Source: an optimization exercise on an open RTL-to-GDS flow (aim: small area and a short achievable clock period). Production flows keep margins and buffers that such runs may drop. RTL that was checked went through simulation tests only; none was proved equivalent to the original. No functional check of the RTL was part of runs 1 and 2. Power and IR drop assume default switching activity.

File: flow/design.v
package gecko_reg_scoreboard_pkg;
  localparam int unsigned STATUS_W = 2;
  typedef logic [STATUS_W-1:0] gecko_reg_status_t;
  localparam gecko_reg_status_t GECKO_REG_STATUS_VALID = '0;
  localparam gecko_reg_status_t GECKO_REG_STATUS_FULL  = '1;
  typedef gecko_reg_status_t gecko_reg_file_status_t [32];
endpackage
module gecko_reg_status_counter (
  input  logic              clk,
  input  logic              rst,
  input  logic              issue_hit,
  input  logic              dec,
  output gecko_reg_scoreboard_pkg::gecko_reg_status_t status,
  output logic              blocked,
  output logic              underflow
);
  logic [1:0] c;
  logic       up, dn;
  assign blocked = c[1] & c[0] & ~dec;
  assign status[0] = dec ? (c[1] & ~c[0]) : c[0];
  assign status[1] = c[1] & (c[0] | ~dec);
  assign underflow = dec & ~issue_hit & ~c[1] & ~c[0];
  assign up = issue_hit & ~dec & ~(c[1] & c[0]);
  assign dn = dec & ~issue_hit & (c[1] | c[0]);
  always_ff @(posedge clk) begin
    if (!rst) begin
      c <= 2'd0;
    end else begin
      c[0] <= c[0] ^ (up | dn);
      c[1] <= c[1] ^ ((up & c[0]) | (dn & ~c[0]));
    end
  end
endmodule
module gecko_reg_scoreboard #(
  parameter logic [31:0] REG_RESET_VALUE = 32'h0000_0000,
  parameter bit          ERROR_STICKY    = 1'b1
) (
  input  logic                    clk,
  input  logic                    rst,
  input  logic                    issue_valid,
  output logic                    issue_ready,
  input  logic [4:0]              issue_reg_addr,
  input  logic                    wb_valid,
  input  logic [4:0]              wb_reg_addr,
  input  logic [31:0]             wb_value,
  input  logic [4:0]              rs1_addr,
  input  logic [4:0]              rs2_addr,
  output logic [31:0]             rs1_value,
  output logic [31:0]             rs2_value,
  output logic [32*gecko_reg_scoreboard_pkg::STATUS_W-1:0]  reg_status,
  output logic                    underflow_error
);
  logic [31:1] wdec;       
  logic [31:1] idec;       
  logic [31:1] sel1;       
  logic [31:1] sel2;
  logic [31:1] blocked;
  logic [31:1] uf_vec;
  logic        byp1;       
  logic        byp2;
  logic [31:0] wdata;      
  logic [31:0] rdq [0:31];    
  logic [31:0] rsel1;         
  logic [31:0] rsel2;
  assign wdata = rst ? wb_value : REG_RESET_VALUE;
  assign byp1  = wb_valid && (wb_reg_addr == rs1_addr) && (rs1_addr != 5'd0);
  assign byp2  = wb_valid && (wb_reg_addr == rs2_addr) && (rs2_addr != 5'd0);
  assign reg_status[1:0] = 2'b00;
  for (genvar i = 1; i < 32; i++) begin : g_reg
    logic [31:0] q;
    assign wdec[i] = wb_valid && (wb_reg_addr == 5'(i));
    assign idec[i] = issue_valid && (issue_reg_addr == 5'(i));
    assign sel1[i] = (rs1_addr == 5'(i)) && !wdec[i];
    assign sel2[i] = (rs2_addr == 5'(i)) && !wdec[i];
    always_ff @(posedge clk) begin
      if (wdec[i] || !rst) q <= wdata;
    end
    assign rdq[i] = q;
    gecko_reg_status_counter u_cnt (
      .clk       (clk),
      .rst       (rst),
      .issue_hit (idec[i]),
      .dec       (wdec[i]),
      .status    (reg_status[2*i +: 2]),
      .blocked   (blocked[i]),
      .underflow (uf_vec[i])
    );
  end
  assign rdq[0] = wb_value;
  assign rsel1  = {sel1, byp1};
  assign rsel2  = {sel2, byp2};
  for (genvar b = 0; b < 32; b++) begin : g_rd
    logic [31:0] col1, col2;
    for (genvar i = 0; i < 32; i++) begin : g_col
      assign col1[i] = rdq[i][b];
    end
    gecko_reg_read_bit u_rd1 (.d(col1), .sel(rsel1), .y(rs1_value[b]));
    gecko_reg_read_bit u_rd2 (.d(col1), .sel(rsel2), .y(rs2_value[b]));
  end
  always_comb begin
    issue_ready = 1'b1;
    for (int i = 1; i < 32; i++)
      if (issue_reg_addr == 5'(i) && blocked[i]) issue_ready = 1'b0;
  end
  always_ff @(posedge clk) begin
    if (!rst) begin
      underflow_error <= 1'b0;
    end else if (ERROR_STICKY) begin
      underflow_error <= underflow_error || (uf_vec != '0);
    end else begin
      underflow_error <= (uf_vec != '0);
    end
  end
endmodule
module gecko_reg_read_bit (
  input  logic [31:0] d,
  input  logic [31:0] sel,
  output logic        y
);
  logic [10:0] grp_n;
  for (genvar g = 0; g < 10; g++) begin : g_grp
    gecko_reg_aoi3 u_aoi (.d(d[3*g +: 3]), .sel(sel[3*g +: 3]), .y_n(grp_n[g]));
  end
  assign grp_n[10] = ~((d[30] & sel[30]) | (d[31] & sel[31]));
  assign y = ~&grp_n;
endmodule
module gecko_reg_aoi3 (
  input  logic [2:0] d,
  input  logic [2:0] sel,
  output logic       y_n
);
  assign y_n = ~|(d & sel);
endmodule
File: flow/run.sh
#!/bin/bash
# synth_recipe.tcl (not shown) runs the flow's synth.tcl, then flattens the netlist and writes it again
# the make line also repeats each setting of config.mk as NAME=value (left out here)
make -C /OpenROAD-flow-scripts/flow DESIGN_CONFIG=/design/flow/config.mk WORK_HOME=/design/flow/orfs CLKGATE_MAP_FILE= SYNTH_SCRIPT=/design/flow/synth_recipe.tcl finish
File: flow/config.mk
export PLATFORM = sky130hd
export DESIGN_NAME = gecko_reg_scoreboard
export DESIGN_NICKNAME = gecko_reg_scoreboard
export VERILOG_FILES = /design/flow/design.v
export SDC_FILE = /design/flow/constraint.sdc
export NUM_CORES = 4
export LEC_CHECK = 0
export CAP_MARGIN = 20
export CORE_MARGIN = 2
export CORE_UTILIZATION = 40
export SLEW_MARGIN = 20
export SYNTH_HIERARCHICAL = 1
File: flow/constraint.sdc
create_clock -name core_clock -period 5.0 [get_ports {clk}]
set_input_delay 1.0000 -clock core_clock [delete_from_list [all_inputs] [get_ports {clk}]]
set_output_delay 1.0000 -clock core_clock [all_outputs]
set_load 0.01 [all_outputs]
==> results.yml, run 1 <==
run_status:
  status: "complete, but fails checks"
  violations: "negative setup slack"
synthesis:
  yosysWarningCount: 9
  netlist.top_cell.by_area: "edfxtp_1"
  ys_ff_latch: 1055
  synth-seq-area-share: 0.6948
  synth_ff_type: "edfxtp_1"
  synth_common_cells: "edfxtp_1, a222oi_1, nand2_1"
  synth_edf_count: 992
  netlist_instances: 2910
  synthTopCellsByArea: "edfxtp_1, a222oi_1, dfxtp_1"
  netlist_area_um2: 44690
  synth_top_area_frac: 0.6665
  avgSynthCellArea_um2: 15.36
  synthDistinctLibCells: 50
  synthArstFlopShare: 0
  synth.most_common_cell: "edfxtp_1"
setup_path:
  cp.required_ns: 4.00
  start_kind: "input port"
  worstPathMaxFanout: 30
  critical-path-top-delay-family: "simple AND/OR/NAND/NOR gates"
  critPathSlowestCell: "or4_4"
  reg2reg_to: "underflow_error"
  crit_path_end_kind: "primary output"
  arrival_ns: 4.01
  cp_num_buf_inv: 5
  regToRegStartpoint: "g_reg[9].u_cnt.c[1]"
  r2r_slack_ns: 3.41
  crit_type: "input port to primary output"
  crit_chain: "dlygate4sd2_1 > nor2b_2 > buf_4 > nand3_4 > nor2_4 > buf_4 > nor3_2 > buf_12 > a222oi_1 > nand4_1 > or4_4 > dlygate4sd2_1"
  reg2reg_depth: 4
  max_stage_delay_ns: 0.62
global_routing:
  grt_pass1_wl_mm: 246.2
  grt_pass1_vias: 34368
  grt-ovfl-total: 0
  antenna_found_initial: 5
  grt_max_degree: 62
  grt_usage: 0.2959
cells_and_area:
  fin_cells: 5200
  area_delta_synth_final_pct: 28.55
  design_area_um2: 57450
  drive_gt1_frac: 0.2293
  fin_nets: 3681
  fillers: 9243
  utilization: 0.5184
timing:
  rsz0062_at_grt: "yes"
  finalCriticalPeriod_ns: 5.013
  fin_skew_ns: 0.008547
  slew_viol_final: 0
  tns_ns: -0.01270
  fin_crit_sh: 1.003
  relSlewSlack: 0.2309
  worst_pin_slew_ns: 1.154
  fin_ws_ns: -0.01270
  hold_viol: 0
  max_clock_freq_mhz: 199.5
  hold_ws_ns: 0.5046
  finalSetupViolations: 1
power:
  p_per_area_nw_per_um2: 357.4
  p_leak_nw: 19.61
  p_total_mw: 20.53
  max-vdd-ir-drop_mv: 0.2985
clock_tree:
  cts_buffers: 105
  htree_levels: 3
  insertion_delay_ns: 0.68
  cts_sinks: 1055
  clkTransAtPathRegs_ns: 0.06
  cts_tree: "yes"
  clockBufferDepth: 3
  hold_buffers: 0
  clockRootBuffer: "clkbuf_16"
die:
  ios: 186
  die_y_um: 338.3
  start_util: 0.4033
  rows: 122
  coreArea_um2: 110800
  die_area_um2: 114400
  die_w_um: 338.3
worst_hold_path:
  hold_path.class: "register to register"
  hold_path_end: "g_reg[29].u_cnt.c[0]"
  min_path_cells: 1
  hp-start: "g_reg[29].u_cnt.c[0]"
route:
  vias_per_cell: 7.018
  routed_wirelength_mm: 176.6
  wl_per_cell_um: 33.95
  dr.pass1.iters: 13
  ant_nets: 0
  drt_iter0_markers: 9062
  vias: 36491
  drcViolationCount: 0
place:
  place_ws_ns: -0.7047
  gp_congestion: 0.9710
  dpl_cell_area_um2: 53760
  port_buffers: 183
  placed_cells: 4986
  hpwl_mm: 115.4
job:
  maxCapViolations: 0
routing by layer:
| metal | track usage | wire (um) | vias to the layer above | share of wire |
|---|---|---|---|---|
| met5 | 0 | 13 | - | 0.000074 |
| met4 | 0.1477 | 9990 | 2 | 0.057 |
| met1 | 0.4029 | 63740 | 17830 | 0.36 |
| met3 | 0.08406 | 27190 | 509 | 0.15 |
| met2 | 0.4333 | 75620 | 3237 | 0.43 |
| li1 | - | - | 14913 | - |
worst register-to-register path, delay by kind of cell, from the launching register on:
kind	cells	cell delay, ns
simple gates	3	0.81
flops	1	0.44
compound gates	1	0.25
worst max-delay path by stage:
stage | endpoint | slack [ns] | start | cells after the start
3_3_place_gp | rs2_value[20] | -0.75 | wb_valid | 11
2_1_floorplan | rs1_value[0] | 0.003 | rs1_addr[1] | 7
3_5_place_dp | rs2_value[20] | -0.70 | wb_valid | 11
6_report | rs1_value[19] | -0.01 | wb_reg_addr[4] | 12
5_1_grt | rs1_value[3] | -0.009 | wb_reg_addr[0] | 11
4_1_cts | rs1_value[17] | 0.001 | rs1_addr[1] | 12
where the power goes:
group | switching (mW) | leakage (nW) | internal [mW]
Sequential | 0.361 | 10.1 | 10.5
Clock | 3.41 | 1.61 | 4.30
Combinational | 1.30 | 7.90 | 0.695
Total | 5.07 | 19.6 | 15.5
Yosys stat by module (local to each module, per instance):
module	cells inside	cell area [um^2]	times used
gecko_reg_aoi3	1	10.01	640
gecko_reg_read_bit	5	36.28	64
gecko_reg_scoreboard	1361	31770	1
gecko_reg_status_counter	19	135.1	31
placed cells by master (no fill, tap or decap), types with 20 or more instances in the layout:
master	Yosys	final
nand4_1	132	132
o21ai_0	126	95
o31ai_1	31	31
nand3_1	44	40
nor2_1	102	77
and3b_1	31	31
nor3_1	88	34
buf_4	2	335
clkbuf_1	24	27
clkbuf_2	0	20
edfxtp_1	992	992
nor3_2	0	51
nand2_1	149	146
buf_12	0	119
inv_1	31	31
clkdlybuf4s50_1	0	108
dfxtp_1	63	63
or4_4	64	64
dlygate4sd2_1	0	42
clkinv_1	0	28
a21boi_0	62	62
a21oi_1	34	34
a222oi_1	640	640
nor2b_1	37	34
nand2b_1	74	70
clkbuf_16	0	107
a22o_1	64	64
o21ai_4	0	31
final cells by class:
class,count,area [um^2],share of cell area
Sequential cell,1055,31050,0.5405
Inverter,31,116.4,0.002025
Multi-Input combinational cell,1790,14460,0.2518
Tap cell,1488,1862,0.03241
Timing Repair Buffer,642,6641,0.1156
Antenna cell,1,2.502,0.00004356
Clock inverter,59,535.5,0.009321
Clock buffer,134,2779,0.04837
logic make-up (layout without fill, tap and decap cells):
| kind of cell | after synthesis | after routing | synth area share |
|---|---|---|---|
| compound gates | 974 | 974 | 0.1926 |
| xor+xnor | 8 | 8 | 0.001568 |
| flops | 1055 | 1055 | 0.6948 |
| other cells | 1 | 3 | 0.00008391 |
| simple gates | 802 | 802 | 0.1040 |
| buf+inv | 66 | 866 | 0.006103 |
| mux | 4 | 4 | 0.0009519 |
sequential cells by signal, indices dropped and copies added (netlist names):
signal,flops
g.u_cnt.c,62
g.q,992
underflow_error,1
timing repair:
| action | in CTS | in global routing |
|---|---|---|
| buffers inserted | 12 | 7 |
| setup endpoints to repair | 65 | 55 |
| pin swaps | 66 | 77 |
| resized for setup | 147 | 59 |
==> run 2: changes to the inputs <==
--- a/flow/config.mk
+++ b/flow/config.mk
@@ -9,4 +9,7 @@
 export CORE_MARGIN = 2
 export CORE_UTILIZATION = 40
+export CTS_BUF_LIST = sky130_fd_sc_hd__clkbuf_4 sky130_fd_sc_hd__clkbuf_8
+export PLACE_DENSITY = 0.45
+export SETUP_SLACK_MARGIN = 0.1
 export SLEW_MARGIN = 20
 export SYNTH_HIERARCHICAL = 1
==> run 2 against run 1 <==
Effect of this change: the run now finishes clean; sequential power about the same; global-route usage increased by 2.5 points; clock skew rose by 0.036 ns; clock power increased by 2%; register-to-register slack got worse by 0.19 ns; flip-flop and latch count did not move; critical endpoint is now rs1_value[30]; count of clock-buffer cells in the layout rose by 122; synthesized cell count unchanged; via count rose by 1.0%; utilization up 0.37 points; total power is 1.1% higher.
==> results.yml, run 2 <==
synthesis:
  netlist.top_cell.by_area: "edfxtp_1"
  netlist_instances: 2910
  synthArstFlopShare: 0
  synthTopCellsByArea: "edfxtp_1, a222oi_1, dfxtp_1"
  synth_common_cells: "edfxtp_1, a222oi_1, nand2_1"
  synth_top_family_by_area: "compound AO/OA/AOI/OAI gates"
  yosysWarningCount: 9
  synth_edf_count: 992
  synth_top_area_frac: 0.6665
  synth-seq-area-share: 0.6948
  synth_ff_type: "edfxtp_1"
  synthDistinctLibCells: 50
  muxShareOfSynthArea: 0.0009519
  synth-xor-area-share: 0.001568
  synth-adder-area-share: 0
  avgSynthCellArea_um2: 15.36
  synth-simple-area-share: 0.1040
  synth.most_common_cell: "edfxtp_1"
  netlist_area_um2: 44690
  synth_compound_area_frac: 0.1926
  ys_ff_latch: 1055
cells_and_area:
  final_cell_mix: "edfxtp_1, a222oi_1, buf_4, clkbuf_8, nand2_1"
  fin_nets: 3774
  largest-register: "g.q"
  drive_gt1_frac: 0.2649
  area_delta_synth_final_pct: 29.45
  reg_top3: "g.q (992), g.u_cnt.c (62), underflow_error (1)"
  largest_register_ffs: 992
  final_common_cell: "edfxtp_1"
  fin_cells: 5355
setup_path:
  reg2reg_to: "underflow_error"
  arrival_ns: 3.94
  crit_type: "input port to primary output"
  cp-endpoint: "rs1_value[30]"
  regToRegStartpoint: "g_reg[10].u_cnt.c[1]"
  r2r_slack_ns: 3.22
  worstPathMaxFanout: 32
  startpoint: "rs1_addr[2]"
  cp.required_ns: 4.00
  start_kind: "input port"
  crit_path_end_kind: "primary output"
  reg2reg_depth: 4
route:
  dr.pass1.iters: 14
  wl_per_cell_um: 35.41
  ant_nets: 0
  vias: 36855
  drt_iter0_markers: 7090
  drcViolationCount: 0
  vias_per_cell: 6.882
  routed_wirelength_mm: 189.6
worst_hold_path:
  hold_path.class: "register to register"
timing:
  worst_pin_slew_ns: 1.121
  fin_skew_ns: 0.04486
  max_clock_freq_mhz: 202.6
  slew_viol_final: 0
  finalCriticalPeriod_ns: 4.936
  fin_crit_sh: 0.9872
  rsz0062_at_grt: "yes"
  relSlewSlack: 0.2528
  hold_viol: 0
  finalSetupViolations: 0
  hold_ws_ns: 0.5115
clock_tree:
  clockBufferDepth: 3
  clkTransAtPathRegs_ns: 0.06
  cts_buffers: 183
  insertion_delay_ns: 0.87
  clockRootBuffer: "clkbuf_8"
  cts_tree: "yes"
  cts_sinks: 1055
  hold_buffers: 0
  htree_levels: 4
run_status:
  status: "complete, no violations"
job:
  maxCapViolations: 0
place:
  gp_congestion: 0.9517
  placed_cells: 4977
  hpwl_mm: 120.6
  port_buffers: 183
global_routing:
  antenna_found_initial: 8
  grt_usage: 0.3206
  grt_max_degree: 65
  grt-ovfl-total: 0
  grt_pass1_wl_mm: 262.9
  grt_pass1_vias: 36250
die:
  die_w_um: 338.3
  die_area_um2: 114400
  start_util: 0.4033
  die_y_um: 338.3
  coreArea_um2: 110800
  rows: 122
  ios: 186
power:
  max-vdd-ir-drop_mv: 0.2218
  p_leak_nw: 19.98
  p_per_area_nw_per_um2: 358.7
==> run 2: logic make-up after synthesis <==
| family | Yosys count |
|---|---|
| XOR/XNOR | 8 |
| AO/OA/AOI/OAI | 974 |
| buffers and inverters | 66 |
| other | 1 |
| AND/OR/NAND/NOR | 802 |
| multiplexers | 4 |
| flip-flops | 1055 |
==> run 2: cell type report <==
class	count	area (um^2)
timing repair buffer	657	6731
clock inverter	76	489.2
clock buffer	256	3104
tap	1488	1862
antenna	2	5.005
multi-input combinational	1790	14500
fill	9472	52970
inverter	31	116.4
sequential	1055	31050
==> run 2: worst max-delay path, stage by stage <==
cell,delay (ns)
dlygate4sd2_1,0.36
buf_12,0.18
nand3b_1,0.27
nor3_2,0.11
buf_12,0.20
a222oi_1,0.46
nand4_1,0.33
or4_4,0.66
dlygate4sd2_1,0.32
==> run 2: what timing repair did <==
action	CTS	global route
gates resized for setup	201	55
pin swaps	104	62
endpoints found under the setup margin	65	65
setup buffers	27	14
cloned	2	0
==> run 2: worst min-delay path by stage <==
| stage | slack (ns) | from | depth (start not counted) | end |
|---|---|---|---|---|
| finish | 0.51 | g_reg[16].u_cnt.c[0] | 1 | g_reg[16].u_cnt.c[0] |
| global route | 0.54 | g_reg[12].u_cnt.c[0] | 1 | g_reg[12].u_cnt.c[0] |
| CTS | 0.51 | g_reg[16].u_cnt.c[0] | 1 | g_reg[16].u_cnt.c[0] |
| detailed placement | 0.49 | g_reg[16].u_cnt.c[0] | 1 | g_reg[16].u_cnt.c[0] |
| global placement | 0.48 | g_reg[19].u_cnt.c[0] | 1 | g_reg[19].u_cnt.c[0] |
| floorplan | 0.47 | g_reg[10].u_cnt.c[0] | 1 | g_reg[10].u_cnt.c[0] |
==> run 2: through the flow <==
| step | utilization | power [mW] | cell area [um^2] | worst slack [ns] | setup TNS, ns |
|---|---|---|---|---|---|
| after floorplan | - | 11.70 | 44810 | 0.1052 | 0 |
| after global placement | 0.4830 | 13.00 | 53530 | -1.125 | -63.00 |
| after detailed placement | 0.4841 | 13.07 | 53650 | -1.087 | -60.19 |
| after CTS | 0.5210 | 20.84 | 57730 | 0.05758 | 0 |
| after global routing | 0.5220 | 21.39 | 57850 | 0.05930 | 0 |
| final | 0.5221 | 20.75 | 57860 | 0.06414 | 0 |
==> run 2: metal layers <==
layer	vias up	track usage	wire length, um
met5	-	0	50
met4	8	0.1872	11760
met3	445	0.06098	19410
met2	2599	0.4908	84680
met1	18655	0.4267	73730
li1	15148	-	-
==> run 2: modules after synthesis (local to each module, per instance) <==
module                    flip-flops and latches  cells  copies in the design  cell area, um^2
gecko_reg_aoi3                                 0      1                   640            10.01
gecko_reg_read_bit                             0      5                    64            36.28
gecko_reg_scoreboard                         993   1361                     1            31770
gecko_reg_status_counter                       2     19                    31            135.1
==> run 2: power breakdown <==
group	leakage, nW	internal (mW)	switching (mW)
clock	1.91	4.22	3.64
combinational	7.98	0.727	1.34
sequential	10.1	10.5	0.359
total	20.0	15.4	5.33
==> run 3: changes to the inputs <==
--- a/flow/design.v
+++ b/flow/design.v
@@ -122,6 +122,10 @@
     gecko_reg_aoi3 u_aoi (.d(d[3*g +: 3]), .sel(sel[3*g +: 3]), .y_n(grp_n[g]));
   end
+  logic [2:0]  part;
   assign grp_n[10] = ~((d[30] & sel[30]) | (d[31] & sel[31]));
-  assign y = ~&grp_n;
+  gecko_reg_nand4 u_p0 (.a(grp_n[3:0]), .y(part[0]));
+  gecko_reg_nand4 u_p1 (.a(grp_n[7:4]), .y(part[1]));
+  gecko_reg_nand3 u_p2 (.a(grp_n[10:8]), .y(part[2]));
+  assign y = |part;
 endmodule
 module gecko_reg_aoi3 (
@@ -132,2 +136,14 @@
   assign y_n = ~|(d & sel);
 endmodule
+module gecko_reg_nand4 (
+  input  logic [3:0] a,
+  output logic       y
+);
+  assign y = ~&a;
+endmodule
+module gecko_reg_nand3 (
+  input  logic [2:0] a,
+  output logic       y
+);
+  assign y = ~&a;
+endmodule
==> flow/flow/run.sh (new file) <==
#!/bin/bash
set -e
export BUFFER_PORTS_ARGS="-buffer_cell sky130_fd_sc_hd__buf_2"
export CTS_ARGS="-sink_clustering_enable -repair_clock_nets -dont_use_dummy_load -sink_clustering_size 24 -sink_clustering_max_diameter 80"
bash standard.sh > standard.log 2>&1
==> flow/standard.sh (new file) <==
#!/bin/bash
# synth_recipe.tcl (not shown) runs the flow's synth.tcl, then flattens the netlist and writes it again
# the make line also repeats each setting of config.mk as NAME=value (left out here)
make -C /OpenROAD-flow-scripts/flow DESIGN_CONFIG=/design/flow/config.mk WORK_HOME=/design/flow/orfs CLKGATE_MAP_FILE= SYNTH_SCRIPT=/design/flow/synth_recipe.tcl "${@:-finish}"
--- a/flow/config.mk
+++ b/flow/config.mk
@@ -9,5 +9,4 @@
 export CORE_MARGIN = 2
 export CORE_UTILIZATION = 40
-export CTS_BUF_LIST = sky130_fd_sc_hd__clkbuf_4 sky130_fd_sc_hd__clkbuf_8
 export PLACE_DENSITY = 0.45
 export SETUP_SLACK_MARGIN = 0.1
removed: flow/run.sh
==> run 3 against run 2 <==
Effect of this change: still clean; first-iteration DRC count shrank 7.2%; sequential power about the same; critical path depth is 2 higher; synthesized cell count unchanged; critical path type unchanged; largest cell class unchanged; largest power group unchanged.
==> results.yml, run 3 <==
cells_and_area:
  final_common_cell: "edfxtp_1"
  design_area_um2: 51970
  final_cell_mix: "edfxtp_1, a222oi_1, buf_4, buf_2, nand4_1"
  fillers: 9676
  fin_cells: 4855
  reg_top3: "g.q (992), g.u_cnt.c (62), underflow_error (1)"
  area_delta_synth_final_pct: 17.12
  fin_nets: 3422
  largest_register_ffs: 992
  utilization: 0.4709
  drive_gt1_frac: 0.1929
  multi_input_area_um2: 14050
  largest-register: "g.q"
  seq_area_um2: 31050
synthesis:
  synth_common_cells: "edfxtp_1, a222oi_1, nand4_1"
  avgSynthCellArea_um2: 15.25
  ys_ff_latch: 1055
  synth.most_common_cell: "edfxtp_1"
  synthTopCellsByArea: "edfxtp_1, a222oi_1, dfxtp_1"
  synthDistinctLibCells: 48
  netlist_area_um2: 44370
  synth_ff_type: "edfxtp_1"
  synth_edf_count: 992
  yosysWarningCount: 9
  synth_top_area_frac: 0.6713
  synth-seq-area-share: 0.6998
  netlist_instances: 2910
  netlist.top_cell.by_area: "edfxtp_1"
  synthArstFlopShare: 0
route:
  vias_per_cell: 7.120
  dr.pass1.iters: 13
  drcViolationCount: 0
  ant_nets: 0
  drt_iter0_markers: 6576
  wl_per_cell_um: 37.83
  routed_wirelength_mm: 183.6
  vias: 34569
global_routing:
  grt_max_degree: 58
  antenna_found_initial: 9
  grt_pass1_vias: 33364
  grt-ovfl-total: 0
  grt_pass1_wl_mm: 252.5
  grt_usage: 0.3149
clock_tree:
  insertion_delay_ns: 0.68
  htree_levels: 2
  clockRootBuffer: "clkbuf_16"
  cts_sinks: 1055
  clockBufferDepth: 3
  cts_buffers: 56
  clkTransAtPathRegs_ns: 0.06
  cts_tree: "yes"
job:
  maxCapViolations: 0
timing:
  finalSetupViolations: 0
  max_clock_freq_mhz: 203.4
  slew_viol_final: 0
  rsz0062_at_grt: "yes"
  finalCriticalPeriod_ns: 4.916
  hold_viol: 0
  worst_pin_slew_ns: 1.179
  fin_skew_ns: 0.03673
  fin_crit_sh: 0.9832
  relSlewSlack: 0.2143
power:
  p_sw_frac: 0.2557
  clock_power_share: 0.276
  p_per_area_nw_per_um2: 333.4
  seqPwrFrac: 0.624
  p_comb_frac: 0.099
  power.net_switching_mw: 4.430
  max-vdd-ir-drop_mv: 0.2592
  p_leak_nw: 17.19
  p_int_mw: 12.89
setup_path:
  crit_path_end_kind: "primary output"
  cp.required_ns: 4.00
  worstPathMaxFanout: 32
  arrival_ns: 3.92
  crit_type: "input port to primary output"
  start_kind: "input port"
run_status:
  status: "complete, no violations"
die:
  die_w_um: 337.1
  die_y_um: 337.1
  die_area_um2: 113600
  ios: 186
  rows: 122
  coreArea_um2: 110400
  start_util: 0.4020
place:
  port_buffers: 183
  gp_congestion: 0.9396
  hpwl_mm: 115.6
  dpl_cell_area_um2: 50220
  placed_cells: 4783
worst_hold_path:
  hold_path.class: "register to register"
[run 3: cell types whose count changed after synthesis]
cell	delta
a22o_1	-64
a22oi_1	+64
nand2_1	-64
nand3_1	+64
or3_1	+64
or4_4	-64
[run 3: through the flow]
| step | setup TNS (ns) | power, mW | setup slack [ns] | hold slack, ns |
|---|---|---|---|---|
| finish | 0 | 17.32 | 0.08414 | 0.5068 |
| global route | 0 | 17.82 | 0.05339 | 0.5205 |
| CTS | 0 | 17.36 | 0.1079 | 0.5031 |
| detailed placement | -0.2873 | 12.68 | -0.09214 | 0.4880 |
| global placement | -0.4534 | 12.63 | -0.1387 | 0.4793 |
| floorplan | 0 | 11.61 | 0.09627 | 0.4670 |
[run 3: path summary, 6_finish.rpt]
kind | depth (start not counted) | slack [ns] | to | from
worst min-delay path | 1 | 0.51 | g_reg[7].u_cnt.c[0] | g_reg[7].u_cnt.c[0]
worst max register to register | 4 | 3.24 | underflow_error | g_reg[18].u_cnt.c[1]
worst max-delay path | 11 | 0.08 | rs2_value[13] | wb_reg_addr[2]
worst min register to register | 1 | 0.51 | g_reg[7].u_cnt.c[0] | g_reg[7].u_cnt.c[0]
[run 3: timing repair]
| item | in CTS | in global routing |
|---|---|---|
| hold buffers | 0 | 0 |
| setup endpoints to repair | 38 | 41 |
| buffers inserted | 3 | 8 |
| pin swaps | 3 | 10 |
| resized for setup | 15 | 27 |
[run 3: cell families (layout without fill, tap and decap cells)]
family                 Yosys count  count (layout)  share of synthesized area
AO/OA/AOI/OAI                  974             974                     0.1921
XOR/XNOR                         8               8                   0.001579
buffers and inverters           66             519                   0.006147
flip-flops                    1055            1055                     0.6998
multiplexers                     4               4                  0.0009587
other                            1               5                 0.00008451
AND/OR/NAND/NOR                802             802                    0.09932
[run 3: layer usage]
layer / GRT usage / vias to the layer above / routed length (um)
met5: 0 / - / 11
met4: 0.1562 / 2 / 9685
met3: 0.05349 / 323 / 17480
met2: 0.5067 / 2206 / 85720
met1: 0.4130 / 17749 / 70750
li1: - / 14289 / -
[run 3: critical path, stage by stage]
cell and delay [ns]:
buf_2 0.18, nor2b_1 0.30, nand3_2 0.24, nor2_2 0.22
buf_4 0.19, nor3_2 0.07, buf_12 0.21, a222oi_1 0.35
nand4_1 0.36, or3_1 0.58, buf_2 0.19
[run 3: power groups by stage]
stage	logic [mW]	clock network, mW	registers [mW]
after CTS	1.69	4.87	10.8
after global routing	1.77	5.16	10.9
after floorplan	0.682	0	10.9
after detailed placement	1.68	0	11.0
final	1.72	4.79	10.8
after global placement	1.66	0	11.0
[run 3: modules after synthesis (local to each module, per instance)]
| module | times used | cells inside | cell area (um^2) | flip-flops and latches |
|---|---|---|---|---|
| gecko_reg_nand3 | 64 | 1 | 5.005 | 0 |
| gecko_reg_read_bit | 64 | 2 | 13.76 | 0 |
| gecko_reg_scoreboard | 1 | 1361 | 31770 | 993 |
| gecko_reg_nand4 | 128 | 1 | 6.256 | 0 |
| gecko_reg_aoi3 | 640 | 1 | 10.01 | 0 |
| gecko_reg_status_counter | 31 | 19 | 135.1 | 2 |
[run 3: final cells by class]
class / instances / share of cell area
sequential: 1055 / 0.5975
multi-input combinational: 1790 / 0.2704
timing repair buffer: 432 / 0.06698
tap: 1488 / 0.03582
clock buffer: 56 / 0.02696
inverter: 31 / 0.002239
antenna: 3 / 0.0001445
==> run 4: changes to the inputs <==
--- a/flow/design.v
+++ b/flow/design.v
@@ -60,7 +60,5 @@
   logic        byp2;
   logic [31:0] wdata;      
-  logic [31:0] rdq [0:31];    
-  logic [31:0] rsel1;         
-  logic [31:0] rsel2;
+  logic [31:0] rdq [1:31];    
   assign wdata = rst ? wb_value : REG_RESET_VALUE;
   assign byp1  = wb_valid && (wb_reg_addr == rs1_addr) && (rs1_addr != 5'd0);
@@ -71,6 +69,6 @@
     assign wdec[i] = wb_valid && (wb_reg_addr == 5'(i));
     assign idec[i] = issue_valid && (issue_reg_addr == 5'(i));
-    assign sel1[i] = (rs1_addr == 5'(i)) && !wdec[i];
-    assign sel2[i] = (rs2_addr == 5'(i)) && !wdec[i];
+    assign sel1[i] = (rs1_addr == 5'(i));
+    assign sel2[i] = (rs2_addr == 5'(i));
     always_ff @(posedge clk) begin
       if (wdec[i] || !rst) q <= wdata;
@@ -87,14 +85,14 @@
     );
   end
-  assign rdq[0] = wb_value;
-  assign rsel1  = {sel1, byp1};
-  assign rsel2  = {sel2, byp2};
   for (genvar b = 0; b < 32; b++) begin : g_rd
-    logic [31:0] col1, col2;
-    for (genvar i = 0; i < 32; i++) begin : g_col
+    logic [31:1] col1;
+    for (genvar i = 1; i < 32; i++) begin : g_col
       assign col1[i] = rdq[i][b];
     end
-    gecko_reg_read_bit u_rd1 (.d(col1), .sel(rsel1), .y(rs1_value[b]));
-    gecko_reg_read_bit u_rd2 (.d(col1), .sel(rsel2), .y(rs2_value[b]));
+    logic st1, st2;
+    gecko_reg_read_bit u_rd1 (.d(col1), .sel(sel1), .y(st1));
+    gecko_reg_read_bit u_rd2 (.d(col1), .sel(sel2), .y(st2));
+    assign rs1_value[b] = byp1 ? wb_value[b] : st1;
+    assign rs2_value[b] = byp2 ? wb_value[b] : st2;
   end
   always_comb begin
@@ -114,14 +112,14 @@
 endmodule
 module gecko_reg_read_bit (
-  input  logic [31:0] d,
-  input  logic [31:0] sel,
+  input  logic [31:1] d,
+  input  logic [31:1] sel,
   output logic        y
 );
   logic [10:0] grp_n;
+  logic [2:0]  part;
   for (genvar g = 0; g < 10; g++) begin : g_grp
-    gecko_reg_aoi3 u_aoi (.d(d[3*g +: 3]), .sel(sel[3*g +: 3]), .y_n(grp_n[g]));
+    gecko_reg_aoi3 u_aoi (.d(d[3*g+1 +: 3]), .sel(sel[3*g+1 +: 3]), .y_n(grp_n[g]));
   end
-  logic [2:0]  part;
-  assign grp_n[10] = ~((d[30] & sel[30]) | (d[31] & sel[31]));
+  assign grp_n[10] = ~(d[31] & sel[31]);
   gecko_reg_nand4 u_p0 (.a(grp_n[3:0]), .y(part[0]));
   gecko_reg_nand4 u_p1 (.a(grp_n[7:4]), .y(part[1]));
--- a/flow/config.mk
+++ b/flow/config.mk
@@ -10,5 +10,5 @@
 export CORE_UTILIZATION = 40
 export PLACE_DENSITY = 0.45
-export SETUP_SLACK_MARGIN = 0.1
+export SETUP_SLACK_MARGIN = 0.5
 export SLEW_MARGIN = 20
 export SYNTH_HIERARCHICAL = 1
==> run 4 against run 3 <==
Effect of this change: still clean; flip-flop and latch count unchanged; combinational power increased by 21%; setup slack improved by 0.33 ns; non-clock buffer count up 82; critical path type unchanged.
==> results.yml, run 4 <==
run_status:
  status: "complete, no violations"
clock_tree:
  insertion_delay_ns: 0.72
  hold_buffers: 0
  clkTransAtPathRegs_ns: 0.06
  htree_levels: 2
  cts_buffers: 60
  clockBufferDepth: 3
  cts_tree: "yes"
  cts_sinks: 1055
  clockRootBuffer: "clkbuf_16"
setup_path:
  crit_path_end_kind: "primary output"
  arrival_ns: 3.59
  crit_chain: "buf_6 > or3b_4 > buf_4 > nor2_2 > a222oi_1 > nand4_1 > or3_1 > mux2_2 > buf_2"
  max_stage_delay_ns: 0.79
  cp.required_ns: 4.00
  start_kind: "input port"
  critical-path-top-delay-family: "simple AND/OR/NAND/NOR gates"
  crit_type: "input port to primary output"
  cp_num_buf_inv: 3
  worstPathMaxFanout: 10
  critPathSlowestCell: "nor2_2"
synthesis:
  synth_top_area_frac: 0.6620
  avgSynthCellArea_um2: 15.13
  synth_compound_area_frac: 0.1795
  netlist_area_um2: 45000
  synthTopCellsByArea: "edfxtp_1, a222oi_1, dfxtp_1"
  synth_ff_type: "edfxtp_1"
  yosysWarningCount: 9
  ys_ff_latch: 1055
  synthDistinctLibCells: 56
  synth.most_common_cell: "edfxtp_1"
  synth_edf_count: 992
  netlist.top_cell.by_area: "edfxtp_1"
  synth-simple-area-share: 0.09982
  synth-seq-area-share: 0.6900
  synth_top_family_by_area: "compound AO/OA/AOI/OAI gates"
  netlist_instances: 2974
  synth_common_cells: "edfxtp_1, a222oi_1, nor2_1"
  muxShareOfSynthArea: 0.01996
  synthArstFlopShare: 0
  synth-xor-area-share: 0.001557
  synth-adder-area-share: 0
timing:
  fin_skew_ns: 0.03844
  worst_pin_slew_ns: 1.182
  relSlewSlack: 0.2100
  slew_viol_final: 0
  hold_ws_ns: 0.5149
  rsz0062_at_grt: "yes"
  fin_crit_sh: 0.9180
  hold_viol: 0
  finalCriticalPeriod_ns: 4.590
  tns_ns: 0
  max_clock_freq_mhz: 217.9
  finalSetupViolations: 0
global_routing:
  grt_usage: 0.3239
  grt_max_degree: 61
  antenna_found_initial: 11
  grt_pass1_wl_mm: 264.3
  grt-ovfl-total: 0
  grt_pass1_vias: 34240
place:
  gp_congestion: 0.9376
  port_buffers: 183
  hpwl_mm: 109.7
  placed_cells: 4799
cells_and_area:
  final_cell_mix: "edfxtp_1, a222oi_1, buf_4, buf_2, nand2_1"
  final_common_cell: "edfxtp_1"
  largest-register: "g.q"
  utilization: 0.4875
  drive_gt1_frac: 0.2386
  reg_top3: "g.q (992), g.u_cnt.c (62), underflow_error (1)"
  fin_cells: 5025
  antennaDiodeCount: 0
  area_delta_synth_final_pct: 21.39
  fin_nets: 3583
  largest_register_ffs: 992
route:
  wl_per_cell_um: 39.32
  drcViolationCount: 0
  routed_wirelength_mm: 197.6
  drt_iter0_markers: 7762
  ant_nets: 0
  vias_per_cell: 7.142
  dr.pass1.iters: 10
  vias: 35887
power:
  p_leak_nw: 18.40
  max-vdd-ir-drop_mv: 0.3111
  p_per_area_nw_per_um2: 327.4
die:
  die_area_um2: 115200
  die_y_um: 339.4
  die_w_um: 339.4
  ios: 186
  rows: 123
  start_util: 0.4016
  coreArea_um2: 112000
job:
  maxCapViolations: 0
worst_hold_path:
  hold_path.class: "register to register"
==> run 4: cell count changes in the layout (fill, tap and decap cells not counted), moves of 14 or more <==
cell / change
nor2_4: +70
a22oi_1: -65
nand2_1: +54
buf_6: +42
nor3_2: -42
mux2_4: +40
or3_1: -31
or3_4: +31
buf_12: +26
mux2_2: +26
buf_2: -24
clkbuf_16: +15
nor2_1: +14
==> run 4: path summary, 6_finish.rpt <==
path	start	endpoint	slack, ns	cells after the start
setup reg to reg	g_reg[2].u_cnt.c[1]	underflow_error	2.98	4
setup / recovery	rs2_addr[0]	rs2_value[31]	0.41	9
hold / removal	g_reg[17].u_cnt.c[0]	g_reg[17].u_cnt.c[0]	0.51	1
hold reg to reg	g_reg[17].u_cnt.c[0]	g_reg[17].u_cnt.c[0]	0.51	1
==> run 4: cell families (layout without fill, tap and decap cells) <==
group | after synthesis | count (layout)
buffers and inverters | 76 | 608
xor gates and xnor gates | 8 | 8
AOI/OAI and AO/OA | 913 | 913
muxes | 70 | 70
DFF | 1055 | 1055
other | 1 | 2
and+or+nand+nor | 851 | 869
==> run 4: per-module statistics from Yosys, one instance, submodules excluded <==
| module | flip-flops and latches | times used | area, um^2 |
|---|---|---|---|
| gecko_reg_nand3 | 0 | 64 | 5.005 |
| gecko_reg_status_counter | 2 | 31 | 135.1 |
| gecko_reg_nand4 | 0 | 128 | 6.256 |
| gecko_reg_read_bit | 0 | 64 | 10.01 |
| gecko_reg_aoi3 | 0 | 640 | 10.01 |
| gecko_reg_scoreboard | 993 | 1 | 32640 |
==> run 4: layout make-up <==
type | instances | area [um^2]
clock buffers | 60 | 1501
well taps | 1500 | 1877
inverters | 34 | 127.6
flip-flops and latches | 1055 | 31050
repair buffers | 514 | 5167
multi-input cells | 1862 | 14900
fillers | 9729 | 57420
==> run 4: layer usage <==
layer | global-route usage | wire length [um]
met5 | 0 | 92
met4 | 0.1616 | 11570
met3 | 0.06513 | 24500
met2 | 0.4975 | 87310
met1 | 0.4389 | 74090
==> run 4: metrics by stage <==
step | area [um^2] | worst slack [ns] | total power [mW]
detailed placement | 50330 | 0.06288 | 12.78
floorplan | 45000 | 0.6848 | 11.72
global placement | 50230 | 0.09207 | 12.73
global route | 54620 | 0.4177 | 18.36
finish | 54620 | 0.4099 | 17.88
CTS | 53540 | 0.4522 | 17.79
==> run 4: report_power, final <==
group,total (mW),leakage [nW],internal (mW),switching (mW)
clock network,4.99,0.739,2.12,2.87
registers,10.8,10.1,10.5,0.361
logic,2.08,7.57,0.709,1.37
==> run 4: timing repair <==
| action | in CTS | in global routing |
|---|---|---|
| endpoints found under the setup margin | 65 | 63 |
| pin swaps | 76 | 95 |
| buffers inserted | 85 | 39 |
| gates resized for setup | 100 | 81 |
| gates cloned | 27 | 13 |
==> run 5: changes to the inputs <==
--- a/flow/design.v
+++ b/flow/design.v
@@ -16,19 +16,55 @@
 );
   logic [1:0] c;
-  logic       up, dn;
-  assign blocked = c[1] & c[0] & ~dec;
-  assign status[0] = dec ? (c[1] & ~c[0]) : c[0];
-  assign status[1] = c[1] & (c[0] | ~dec);
-  assign underflow = dec & ~issue_hit & ~c[1] & ~c[0];
-  assign up = issue_hit & ~dec & ~(c[1] & c[0]);
-  assign dn = dec & ~issue_hit & (c[1] | c[0]);
+  logic [1:0] nxt;
+  logic       c1_n;
+  logic       nz_or_idle;    
+  logic       not_dec_only;  
+  logic       hold1;         
+  logic       up0;           
+  gecko_cnt_inv     u_inv  (.a(c[1]), .y(c1_n));
+  gecko_cnt_or2b    u_t3   (.a(c[0]), .b_n(dec), .y(nz_or_idle));
+  gecko_cnt_or2b    u_t4   (.a(dec), .b_n(c[0]), .y(not_dec_only));
+  gecko_cnt_nor3    u_uf   (.a(c[1]), .b(issue_hit), .c(nz_or_idle), .y(underflow));
+  gecko_cnt_and2    u_s1   (.a(c[1]), .b(nz_or_idle), .y(status[1]));
+  gecko_cnt_o21ai   u_s0   (.a1(c1_n), .a2(nz_or_idle), .b1(not_dec_only), .y(status[0]));
+  gecko_cnt_nor2    u_blk  (.a(c1_n), .b(not_dec_only), .y(blocked));
+  gecko_cnt_a21boi  u_h1   (.a1(c1_n), .a2(not_dec_only), .b1_n(rst), .y(hold1));
+  gecko_cnt_o21a    u_n1   (.a1(issue_hit), .a2(status[1]), .b1(hold1), .y(nxt[1]));
+  gecko_cnt_a21bo   u_u0   (.a1(nz_or_idle), .a2(not_dec_only), .b1_n(issue_hit), .y(up0));
+  gecko_cnt_o221a   u_n0   (.a1(issue_hit), .a2(status[0]), .b1(up0), .b2(status[1]), .c1(rst), .y(nxt[0]));
   always_ff @(posedge clk) begin
-    if (!rst) begin
-      c <= 2'd0;
-    end else begin
-      c[0] <= c[0] ^ (up | dn);
-      c[1] <= c[1] ^ ((up & c[0]) | (dn & ~c[0]));
-    end
-  end
+    c <= nxt;
+  end
+endmodule
+module gecko_cnt_inv (input logic a, output logic y);
+  assign y = ~a;
+endmodule
+module gecko_cnt_or2b (input logic a, input logic b_n, output logic y);
+  assign y = a | ~b_n;
+endmodule
+module gecko_cnt_nor3 (input logic a, input logic b, input logic c, output logic y);
+  assign y = ~(a | b | c);
+endmodule
+module gecko_cnt_and2 (input logic a, input logic b, output logic y);
+  assign y = a & b;
+endmodule
+module gecko_cnt_nor2 (input logic a, input logic b, output logic y);
+  assign y = ~(a | b);
+endmodule
+module gecko_cnt_o21ai (input logic a1, input logic a2, input logic b1, output logic y);
+  assign y = ~((a1 | a2) & b1);
+endmodule
+module gecko_cnt_a21boi (input logic a1, input logic a2, input logic b1_n, output logic y);
+  assign y = ~((a1 & a2) | ~b1_n);
+endmodule
+module gecko_cnt_o21a (input logic a1, input logic a2, input logic b1, output logic y);
+  assign y = (a1 | a2) & b1;
+endmodule
+module gecko_cnt_a21bo (input logic a1, input logic a2, input logic b1_n, output logic y);
+  assign y = (a1 & a2) | ~b1_n;
+endmodule
+module gecko_cnt_o221a (input logic a1, input logic a2, input logic b1, input logic b2,
+                        input logic c1, output logic y);
+  assign y = (a1 | a2) & (b1 | b2) & c1;
 endmodule
 module gecko_reg_scoreboard #(
@@ -65,10 +101,22 @@
   assign byp2  = wb_valid && (wb_reg_addr == rs2_addr) && (rs2_addr != 5'd0);
   assign reg_status[1:0] = 2'b00;
+  logic [3:0] pd1_lo_n, pd2_lo_n;
+  logic [7:0] pd1_hi_n, pd2_hi_n;
+  for (genvar k = 0; k < 4; k++) begin : g_pd_lo
+    localparam logic [1:0] K = k;
+    gecko_reg_nand2 u_lo1 (.a(rs1_addr[1:0] ~^ K), .y(pd1_lo_n[k]));
+    gecko_reg_nand2 u_lo2 (.a(rs2_addr[1:0] ~^ K), .y(pd2_lo_n[k]));
+  end
+  for (genvar k = 0; k < 8; k++) begin : g_pd_hi
+    localparam logic [2:0] K = k;
+    gecko_reg_nand3 u_hi1 (.a(rs1_addr[4:2] ~^ K), .y(pd1_hi_n[k]));
+    gecko_reg_nand3 u_hi2 (.a(rs2_addr[4:2] ~^ K), .y(pd2_hi_n[k]));
+  end
   for (genvar i = 1; i < 32; i++) begin : g_reg
     logic [31:0] q;
     assign wdec[i] = wb_valid && (wb_reg_addr == 5'(i));
     assign idec[i] = issue_valid && (issue_reg_addr == 5'(i));
-    assign sel1[i] = (rs1_addr == 5'(i));
-    assign sel2[i] = (rs2_addr == 5'(i));
+    gecko_reg_nor2 u_sel1 (.a(pd1_lo_n[i % 4]), .b(pd1_hi_n[i / 4]), .y(sel1[i]));
+    gecko_reg_nor2 u_sel2 (.a(pd2_lo_n[i % 4]), .b(pd2_hi_n[i / 4]), .y(sel2[i]));
     always_ff @(posedge clk) begin
       if (wdec[i] || !rst) q <= wdata;
@@ -146,2 +194,15 @@
   assign y = ~&a;
 endmodule
+module gecko_reg_nand2 (
+  input  logic [1:0] a,
+  output logic       y
+);
+  assign y = ~&a;
+endmodule
+module gecko_reg_nor2 (
+  input  logic a,
+  input  logic b,
+  output logic y
+);
+  assign y = ~(a | b);
+endmodule
==> run 5 against run 4 <==
Effect of this change: still clean on timing, DRC and antenna; total power is essentially flat; hold slack gained 0.10 ns; clock power is essentially flat; register-to-register slack gained 0.15 ns; wire length grew 0.75%; critical path depth grew 4; clock skew shrank 0.022 ns; die area shrank 0.66%; utilization grew 0.28 points; largest cell class unchanged; largest power group unchanged.
==> results.yml, run 5 <==
run_status:
  status: "complete, no violations"
die:
  die_w_um: 338.3
  die_area_um2: 114400
  coreArea_um2: 110800
  rows: 122
  start_util: 0.4033
  die_y_um: 338.3
  ios: 186
setup_path:
  worstPathMaxFanout: 6
  crit_type: "input port to primary output"
  r2r_slack_ns: 3.13
  reg2reg_to: "underflow_error"
  crit_chain: "buf_4 > inv_1 > nand2_2 > buf_12 > buf_4 > nor2_4 > buf_12 > buf_12 > a222oi_1 > nand4_1 > or3_4 > mux2_4 > buf_2"
  regToRegStartpoint: "g_reg[2].u_cnt.c[0]"
  critical-path-top-delay-family: "simple AND/OR/NAND/NOR gates"
  cp_num_buf_inv: 7
  reg2reg_depth: 5
  critPathSlowestCell: "or3_4"
  cp.required_ns: 4.00
  crit_path_end_kind: "primary output"
  crit_top_cell: "buf_12"
  start_kind: "input port"
  max_stage_delay_ns: 0.50
  arrival_ns: 3.60
synthesis:
  synth-simple-area-share: 0.09039
  synthDistinctLibCells: 47
  synth-adder-area-share: 0
  synth_top_family_by_area: "compound AO/OA/AOI/OAI gates"
  synth_edf_count: 992
  netlist.top_cell.by_area: "edfxtp_1"
  synth_common_cells: "edfxtp_1, a222oi_1, nor2_1"
  synth-xor-area-share: 0.001568
  muxShareOfSynthArea: 0.02231
  synth-seq-area-share: 0.6947
  netlist_area_um2: 44700
  synth.most_common_cell: "edfxtp_1"
  synthArstFlopShare: 0
  synthTopCellsByArea: "edfxtp_1, a222oi_1, dfxtp_1"
  synth_compound_area_frac: 0.1809
  synth_top_area_frac: 0.6665
  yosysWarningCount: 9
  ys_ff_latch: 1055
  avgSynthCellArea_um2: 15.99
  netlist_instances: 2795
  synth_ff_type: "edfxtp_1"
cells_and_area:
  design_area_um2: 54340
  area_delta_synth_final_pct: 21.57
  fin_nets: 3410
  final_cell_mix: "edfxtp_1, a222oi_1, buf_4, buf_2, nand4_1"
  reg_top3: "g.q (992), g.u_cnt.c (62), underflow_error (1)"
  largest-register: "g.q"
  final_common_cell: "edfxtp_1"
  largest_register_ffs: 992
  drive_gt1_frac: 0.2688
  utilization: 0.4903
route:
  vias_per_cell: 7.234
  wl_per_cell_um: 41.08
  drcViolationCount: 0
  ant_nets: 0
  dr.pass1.iters: 11
  drt_iter0_markers: 7669
  vias: 35051
  routed_wirelength_mm: 199.1
place:
  gp_congestion: 0.9190
  port_buffers: 183
  hpwl_mm: 114.2
  dpl_cell_area_um2: 50370
worst_hold_path:
  min_path_cells: 3
  hold_path.class: "register to register"
  hold_path_end: "g_reg[21].u_cnt.c[1]"
  hp-start: "g_reg[21].u_cnt.c[1]"
global_routing:
  grt_usage: 0.3280
  antenna_found_initial: 6
  grt_max_degree: 72
  grt_pass1_wl_mm: 264.6
  grt-ovfl-total: 0
  grt_pass1_vias: 34039
clock_tree:
  cts_tree: "yes"
  hold_buffers: 0
  clockRootBuffer: "clkbuf_16"
  insertion_delay_ns: 0.70
  cts_sinks: 1055
  htree_levels: 2
  clockBufferDepth: 3
  cts_buffers: 60
  clkTransAtPathRegs_ns: 0.05
timing:
  finalCriticalPeriod_ns: 4.597
  max_clock_freq_mhz: 217.5
  finalSetupViolations: 0
  slew_viol_final: 0
  rsz0062_at_grt: "yes"
  relSlewSlack: 0.1908
  fin_crit_sh: 0.9194
  hold_ws_ns: 0.6161
  fin_skew_ns: 0.01604
  worst_pin_slew_ns: 1.212
  tns_ns: 0
  hold_viol: 0
job:
  maxCapViolations: 0
power:
  p_leak_nw: 18.09
  max-vdd-ir-drop_mv: 0.2729
  p_per_area_nw_per_um2: 329.1
==> run 5: cell types whose count changed after synthesis, sizes merged, moves of 9 or more <==
cell / delta
o21ai: -62
nand2: -57
nor2b: -33
and3b: -32
o31ai: -32
a21bo: +31
a21oi: -31
and2: +31
o21a: +31
o221a: +31
a21boi: -29
nand3: -18
inv: +9
==> run 5: cell type report <==
cell class / count / area (um^2)
Antenna cell: 5 / 12.51
Clock buffer: 60 / 1501
Fill cell: 9423 / 56480
Inverter: 43 / 176.4
Multi-Input combinational cell: 1664 / 14410
Sequential cell: 1055 / 31050
Tap cell: 1488 / 1862
Timing Repair Buffer: 530 / 5324
==> run 5: stage by stage <==
step | setup slack, ns | total power, mW | instances
after floorplan | 0.6870 | 11.74 | 2796
after global placement | 0.1293 | 12.80 | 4639
after detailed placement | 0.1353 | 12.85 | 4642
after CTS | 0.4482 | 17.80 | 4771
after global routing | 0.4067 | 18.34 | 4840
final | 0.4028 | 17.88 | 4845
==> run 5: repair_timing <==
item / in CTS / in global routing
resized for setup: 85 / 91
pin swaps: 61 / 90
endpoints found under the setup margin: 65 / 55
buffers inserted: 56 / 60
endpoints found under the hold margin: 0 / 0
gates cloned: 13 / 9
==> run 5: worst max path at each step <==
stage	start	end	slack (ns)	cells after the start
finish	rs1_addr[1]	rs1_value[27]	0.40	13
global route	rs2_addr[3]	rs2_value[24]	0.41	12
CTS	rs1_addr[3]	rs1_value[0]	0.45	11
detailed placement	rs1_addr[2]	rs1_value[31]	0.14	10
global placement	rs1_addr[2]	rs1_value[0]	0.13	11
floorplan	wb_reg_addr[4]	g_reg[12].q[0]	0.69	4
==> run 5: per-layer routing <==
layer	vias to the layer above	track usage	wire, um
met2	2766	0.5047	89080
met5	-	0	11
met4	2	0.1533	10430
met3	413	0.08513	25650
met1	17940	0.4346	73880
li1	13930	-	-
==> run 5: Yosys stat by module, one instance, submodules excluded, excerpt <==
module,area (um^2),cells,flops+latches
gecko_reg_read_bit,10.01,2,0
gecko_cnt_or2b,6.256,1,0
gecko_cnt_o21a,7.507,1,0
gecko_cnt_and2,6.256,1,0
gecko_reg_nand2,3.754,1,0
gecko_reg_scoreboard,32420,1346,993
gecko_cnt_inv,3.754,1,0
gecko_reg_nor2,3.754,1,0
gecko_cnt_a21boi,11.26,1,0
gecko_reg_nand3,5.005,1,0
gecko_reg_status_counter,40.04,2,2
gecko_cnt_nor3,10.01,1,0
==> run 5: worst reg2reg max path: stages, from the launching register on <==
cell      delay (ns)
dfxtp_1         0.33
nand2b_1        0.19
nor3_2          0.05
nor4_1          0.54
nand4_1         0.38
o21a_1          0.27
==> run 5: cells by family (layout without fill, tap and decap cells) <==
group           count (synthesis)  in the layout
flops                        1055           1055
compound gates                845            845
simple gates                  737            740
buf+inv                        80            633
mux                            69             69
xor+xnor                        8              8
other cells                     1              7
==> run 5: report_power, final <==
part / switching, mW / internal (mW)
logic: 1.37 / 0.725
clock network: 2.86 / 2.12
registers: 0.358 / 10.5
total: 4.59 / 13.3
==> run 6: changes to the inputs <==
--- a/flow/config.mk
+++ b/flow/config.mk
@@ -8,6 +8,6 @@
 export CAP_MARGIN = 20
 export CORE_MARGIN = 2
-export CORE_UTILIZATION = 40
-export PLACE_DENSITY = 0.45
+export CORE_UTILIZATION = 58
+export PLACE_DENSITY = 0.65
 export SETUP_SLACK_MARGIN = 0.5
 export SLEW_MARGIN = 20
==> run 6 against run 5 <==
Effect of this change: utilization is 18 points higher; final cell count down 13%; still clean on timing, DRC and antenna; highest routed layer unchanged; sequential share of layout area is 4.0 points higher.
==> results.yml, run 6 <==
setup_path:
  arrival_ns: 3.62
  reg2reg_depth: 5
  crit_top_cell: "buf_12"
  cp.required_ns: 4.00
  crit_chain: "buf_12 > clkinvlp_4 > buf_6 > nand3_4 > nor2_4 > buf_12 > a222oi_1 > nand4_1 > or3_4 > mux2_4 > buf_2"
  crit_cells: 11
  crit_type: "input port to primary output"
  critPathSlowestCell: "or3_4"
  max_stage_delay_ns: 0.57
  critical-path-top-delay-family: "simple AND/OR/NAND/NOR gates"
  worstPathMaxFanout: 8
  cp_num_buf_inv: 5
  crit_path_end_kind: "primary output"
  start_kind: "input port"
timing:
  max_clock_freq_mhz: 216.5
  worst_pin_slew_ns: 1.195
  finalSetupViolations: 0
  fin_ws_ns: 0.3818
  tns_ns: 0
  fin_crit_sh: 0.9236
  relSlewSlack: 0.2034
  hold_viol: 0
  fin_skew_ns: 0.04218
  rsz0062_at_grt: "yes"
  finalCriticalPeriod_ns: 4.618
  slew_viol_final: 0
global_routing:
  antenna_found_initial: 2
  grt_usage: 0.3883
  grt_max_degree: 89
  grt-ovfl-total: 0
  grt_pass1_vias: 32873
  grt_pass1_wl_mm: 220.9
clock_tree:
  cts_tree: "yes"
  clockRootBuffer: "clkbuf_16"
  insertion_delay_ns: 0.65
  htree_levels: 2
  clkTransAtPathRegs_ns: 0.06
  cts_buffers: 52
  cts_sinks: 1055
  hold_buffers: 0
  clockBufferDepth: 3
route:
  vias_per_cell: 8.039
  routed_wirelength_mm: 160.0
  drt_iter0_markers: 8539
  wl_per_cell_um: 38.11
  dr.pass1.iters: 12
  drcViolationCount: 0
  vias: 33748
  ant_nets: 0
power:
  p_int_mw: 12.90
  p_per_area_nw_per_um2: 337.2
  power.net_switching_mw: 4.233
  seqPwrFrac: 0.632
  p_leak_nw: 16.77
  p_comb_frac: 0.105
  p_sw_frac: 0.2471
  max-vdd-ir-drop_mv: 0.2524
  clock_power_share: 0.263
place:
  gp_congestion: 0.9348
  place_ws_ns: 0.2796
  port_buffers: 183
  hpwl_mm: 94.87
run_status:
  status: "complete, no violations"
cells_and_area:
  final_common_cell: "edfxtp_1"
  fillers: 5362
  drive_gt1_frac: 0.2265
  multi_input_area_um2: 14120
  area_delta_synth_final_pct: 13.66
  largest-register: "g.q"
  final_cell_mix: "edfxtp_1, a222oi_1, buf_2, nand4_1, buf_4"
  reg_top3: "g.q (992), g.u_cnt.c (62), underflow_error (1)"
  fin_nets: 3223
  seq_area_um2: 31050
  largest_register_ffs: 992
die:
  coreArea_um2: 76080
  die_w_um: 281.6
  die_y_um: 281.6
  ios: 186
  start_util: 0.5875
  die_area_um2: 79300
  rows: 101
synthesis:
  synth_top_area_frac: 0.6665
  synth_edf_count: 992
  ys_ff_latch: 1055
  avgSynthCellArea_um2: 15.99
  synth-simple-area-share: 0.09039
  synth_compound_area_frac: 0.1809
  synthArstFlopShare: 0
  yosysWarningCount: 9
  synth_top_family_by_area: "compound AO/OA/AOI/OAI gates"
  synthDistinctLibCells: 47
  netlist_instances: 2795
  synth-seq-area-share: 0.6947
  synth-xor-area-share: 0.001568
  synth_ff_type: "edfxtp_1"
  synth-adder-area-share: 0
  muxShareOfSynthArea: 0.02231
  synth.most_common_cell: "edfxtp_1"
  netlist_area_um2: 44700
  netlist.top_cell.by_area: "edfxtp_1"
  synthTopCellsByArea: "edfxtp_1, a222oi_1, dfxtp_1"
  synth_common_cells: "edfxtp_1, a222oi_1, nor2_1"
worst_hold_path:
  hold_path.class: "register to register"
  min_path_cells: 3
job:
  maxCapViolations: 0
-- run 6: cell count changes in the layout (fill, tap and decap cells not counted), sizes merged --
cell      before  now
clkbuf        68   60
bufbuf         4    1
clkinvlp       2    1
nor2         160  157
diode          5    3
buf          518  345
inv           41   42
-- run 6: worst reg2reg max path, stage by stage, from the launching register on --
cell,delay (ns)
dfxtp_1,0.33
nand2b_1,0.19
nor3_2,0.06
nor4_1,0.60
nand4_1,0.32
o21a_1,0.25
-- run 6: modules after synthesis (local to each module, per instance), a selection --
module | cells | flops+latches | area (um^2)
gecko_cnt_or2b | 1 | 0 | 6.256
gecko_reg_aoi3 | 1 | 0 | 10.01
gecko_reg_read_bit | 2 | 0 | 10.01
gecko_cnt_o221a | 1 | 0 | 11.26
gecko_reg_scoreboard | 1346 | 993 | 32420
gecko_reg_nor2 | 1 | 0 | 3.754
-- run 6: routing by layer --
layer / track usage / wire length (um) / part of all wire / vias up
met5: 0 / 16 / 0.00010 / -
met4: 0.2246 / 10170 / 0.064 / 2
met3: 0.1054 / 24270 / 0.15 / 503
met2: 0.5882 / 71200 / 0.44 / 3114
met1: 0.5085 / 54350 / 0.34 / 16595
li1: - / - / - / 13534
-- run 6: cell families (layout without fill, tap and decap cells) --
family | count (synthesis) | count (layout)
xor+xnor | 8 | 8
flops | 1055 | 1055
buf+inv | 80 | 449
other cells | 1 | 5
simple gates | 737 | 737
mux | 69 | 69
compound gates | 845 | 845
-- run 6: power by group through the flow --
stage | Clock [mW] | Combinational [mW] | Sequential [mW]
final | 4.51 | 1.80 | 10.8
after floorplan | 0 | 0.818 | 10.9
after detailed placement | 0 | 1.64 | 11.0
after global routing | 4.77 | 1.84 | 10.9
after CTS | 4.49 | 1.68 | 10.8
after global placement | 0 | 1.61 | 10.9
-- run 6: worst paths after layout --
kind | startpoint | endpoint | slack (ns)
max | rs2_addr[3] | rs2_value[21] | 0.38
min | g_reg[24].u_cnt.c[1] | g_reg[24].u_cnt.c[1] | 0.62
max reg2reg | g_reg[2].u_cnt.c[0] | underflow_error | 3.13
min reg2reg | g_reg[24].u_cnt.c[1] | g_reg[24].u_cnt.c[1] | 0.62
-- run 6: final cells by class --
class / count / share of cell area
Timing Repair Buffer: 354 / 0.05642
Tap cell: 1030 / 0.02537
Sequential cell: 1055 / 0.6112
Clock buffer: 52 / 0.02561
Inverter: 43 / 0.003300
Multi-Input combinational cell: 1661 / 0.2780
Antenna cell: 3 / 0.0001478
-- run 6: what timing repair did --
action                     CTS  global route
pin swaps                   41            61
gates resized for setup     69            81
gates cloned                 1             5
setup buffers                7            17
setup endpoints to repair   59            60
-- run 6: through the flow --
stage          power [mW]  utilization  hold WS (ns)  area, um^2  cells
2_1_floorplan       11.74            -        0.5850       44700   2796
3_3_place_gp        12.55       0.6369        0.5958       48450   4110
3_5_place_dp        12.65       0.6374        0.6004       48490   4111
4_1_cts             16.98       0.6592        0.6187       50150   4171
5_1_grt             17.50       0.6677        0.6426       50800   4195
6_report            17.13       0.6678        0.6208       50800   4198

[re-timing with driven ports]
The flow's constraints put no driver on any port. The routed layouts listed below were extracted and timed again, unchanged, in two steps.
Step 1 assumes that a clkbuf_16 drives the clock port and a buf_2 every other input.
Step 2 also shifts input and output timing later by t, the mid clock arrival at the registers, as if the neighbouring blocks saw the same clock.
Slacks: ideal ports / drivers / drivers and shift; pairs: ideal ports / drivers.
run | t, ns | slack for setup (ns) | worst register clock-pin slew, ns
run 1 | 0.756 | -0.013 / -0.039 / -0.039 | 0.07 / 0.07
run 2 | 0.919 | 0.064 / 0.022 / 0.022 | 0.07 / 0.07
run 3 | 0.751 | 0.084 / 0.009 / 0.009 | 0.10 / 0.10
run 4 | 0.781 | 0.410 / 0.321 / 0.321 | 0.10 / 0.10
run 5 | 0.775 | 0.403 / 0.331 / 0.331 | 0.10 / 0.10
run 6 | 0.706 | 0.382 / 0.315 / 0.315 | 0.10 / 0.10
For run 4, which loses most, drivers alone change the setup slack by -0.089 ns; drivers and shift together by -0.089 ns.
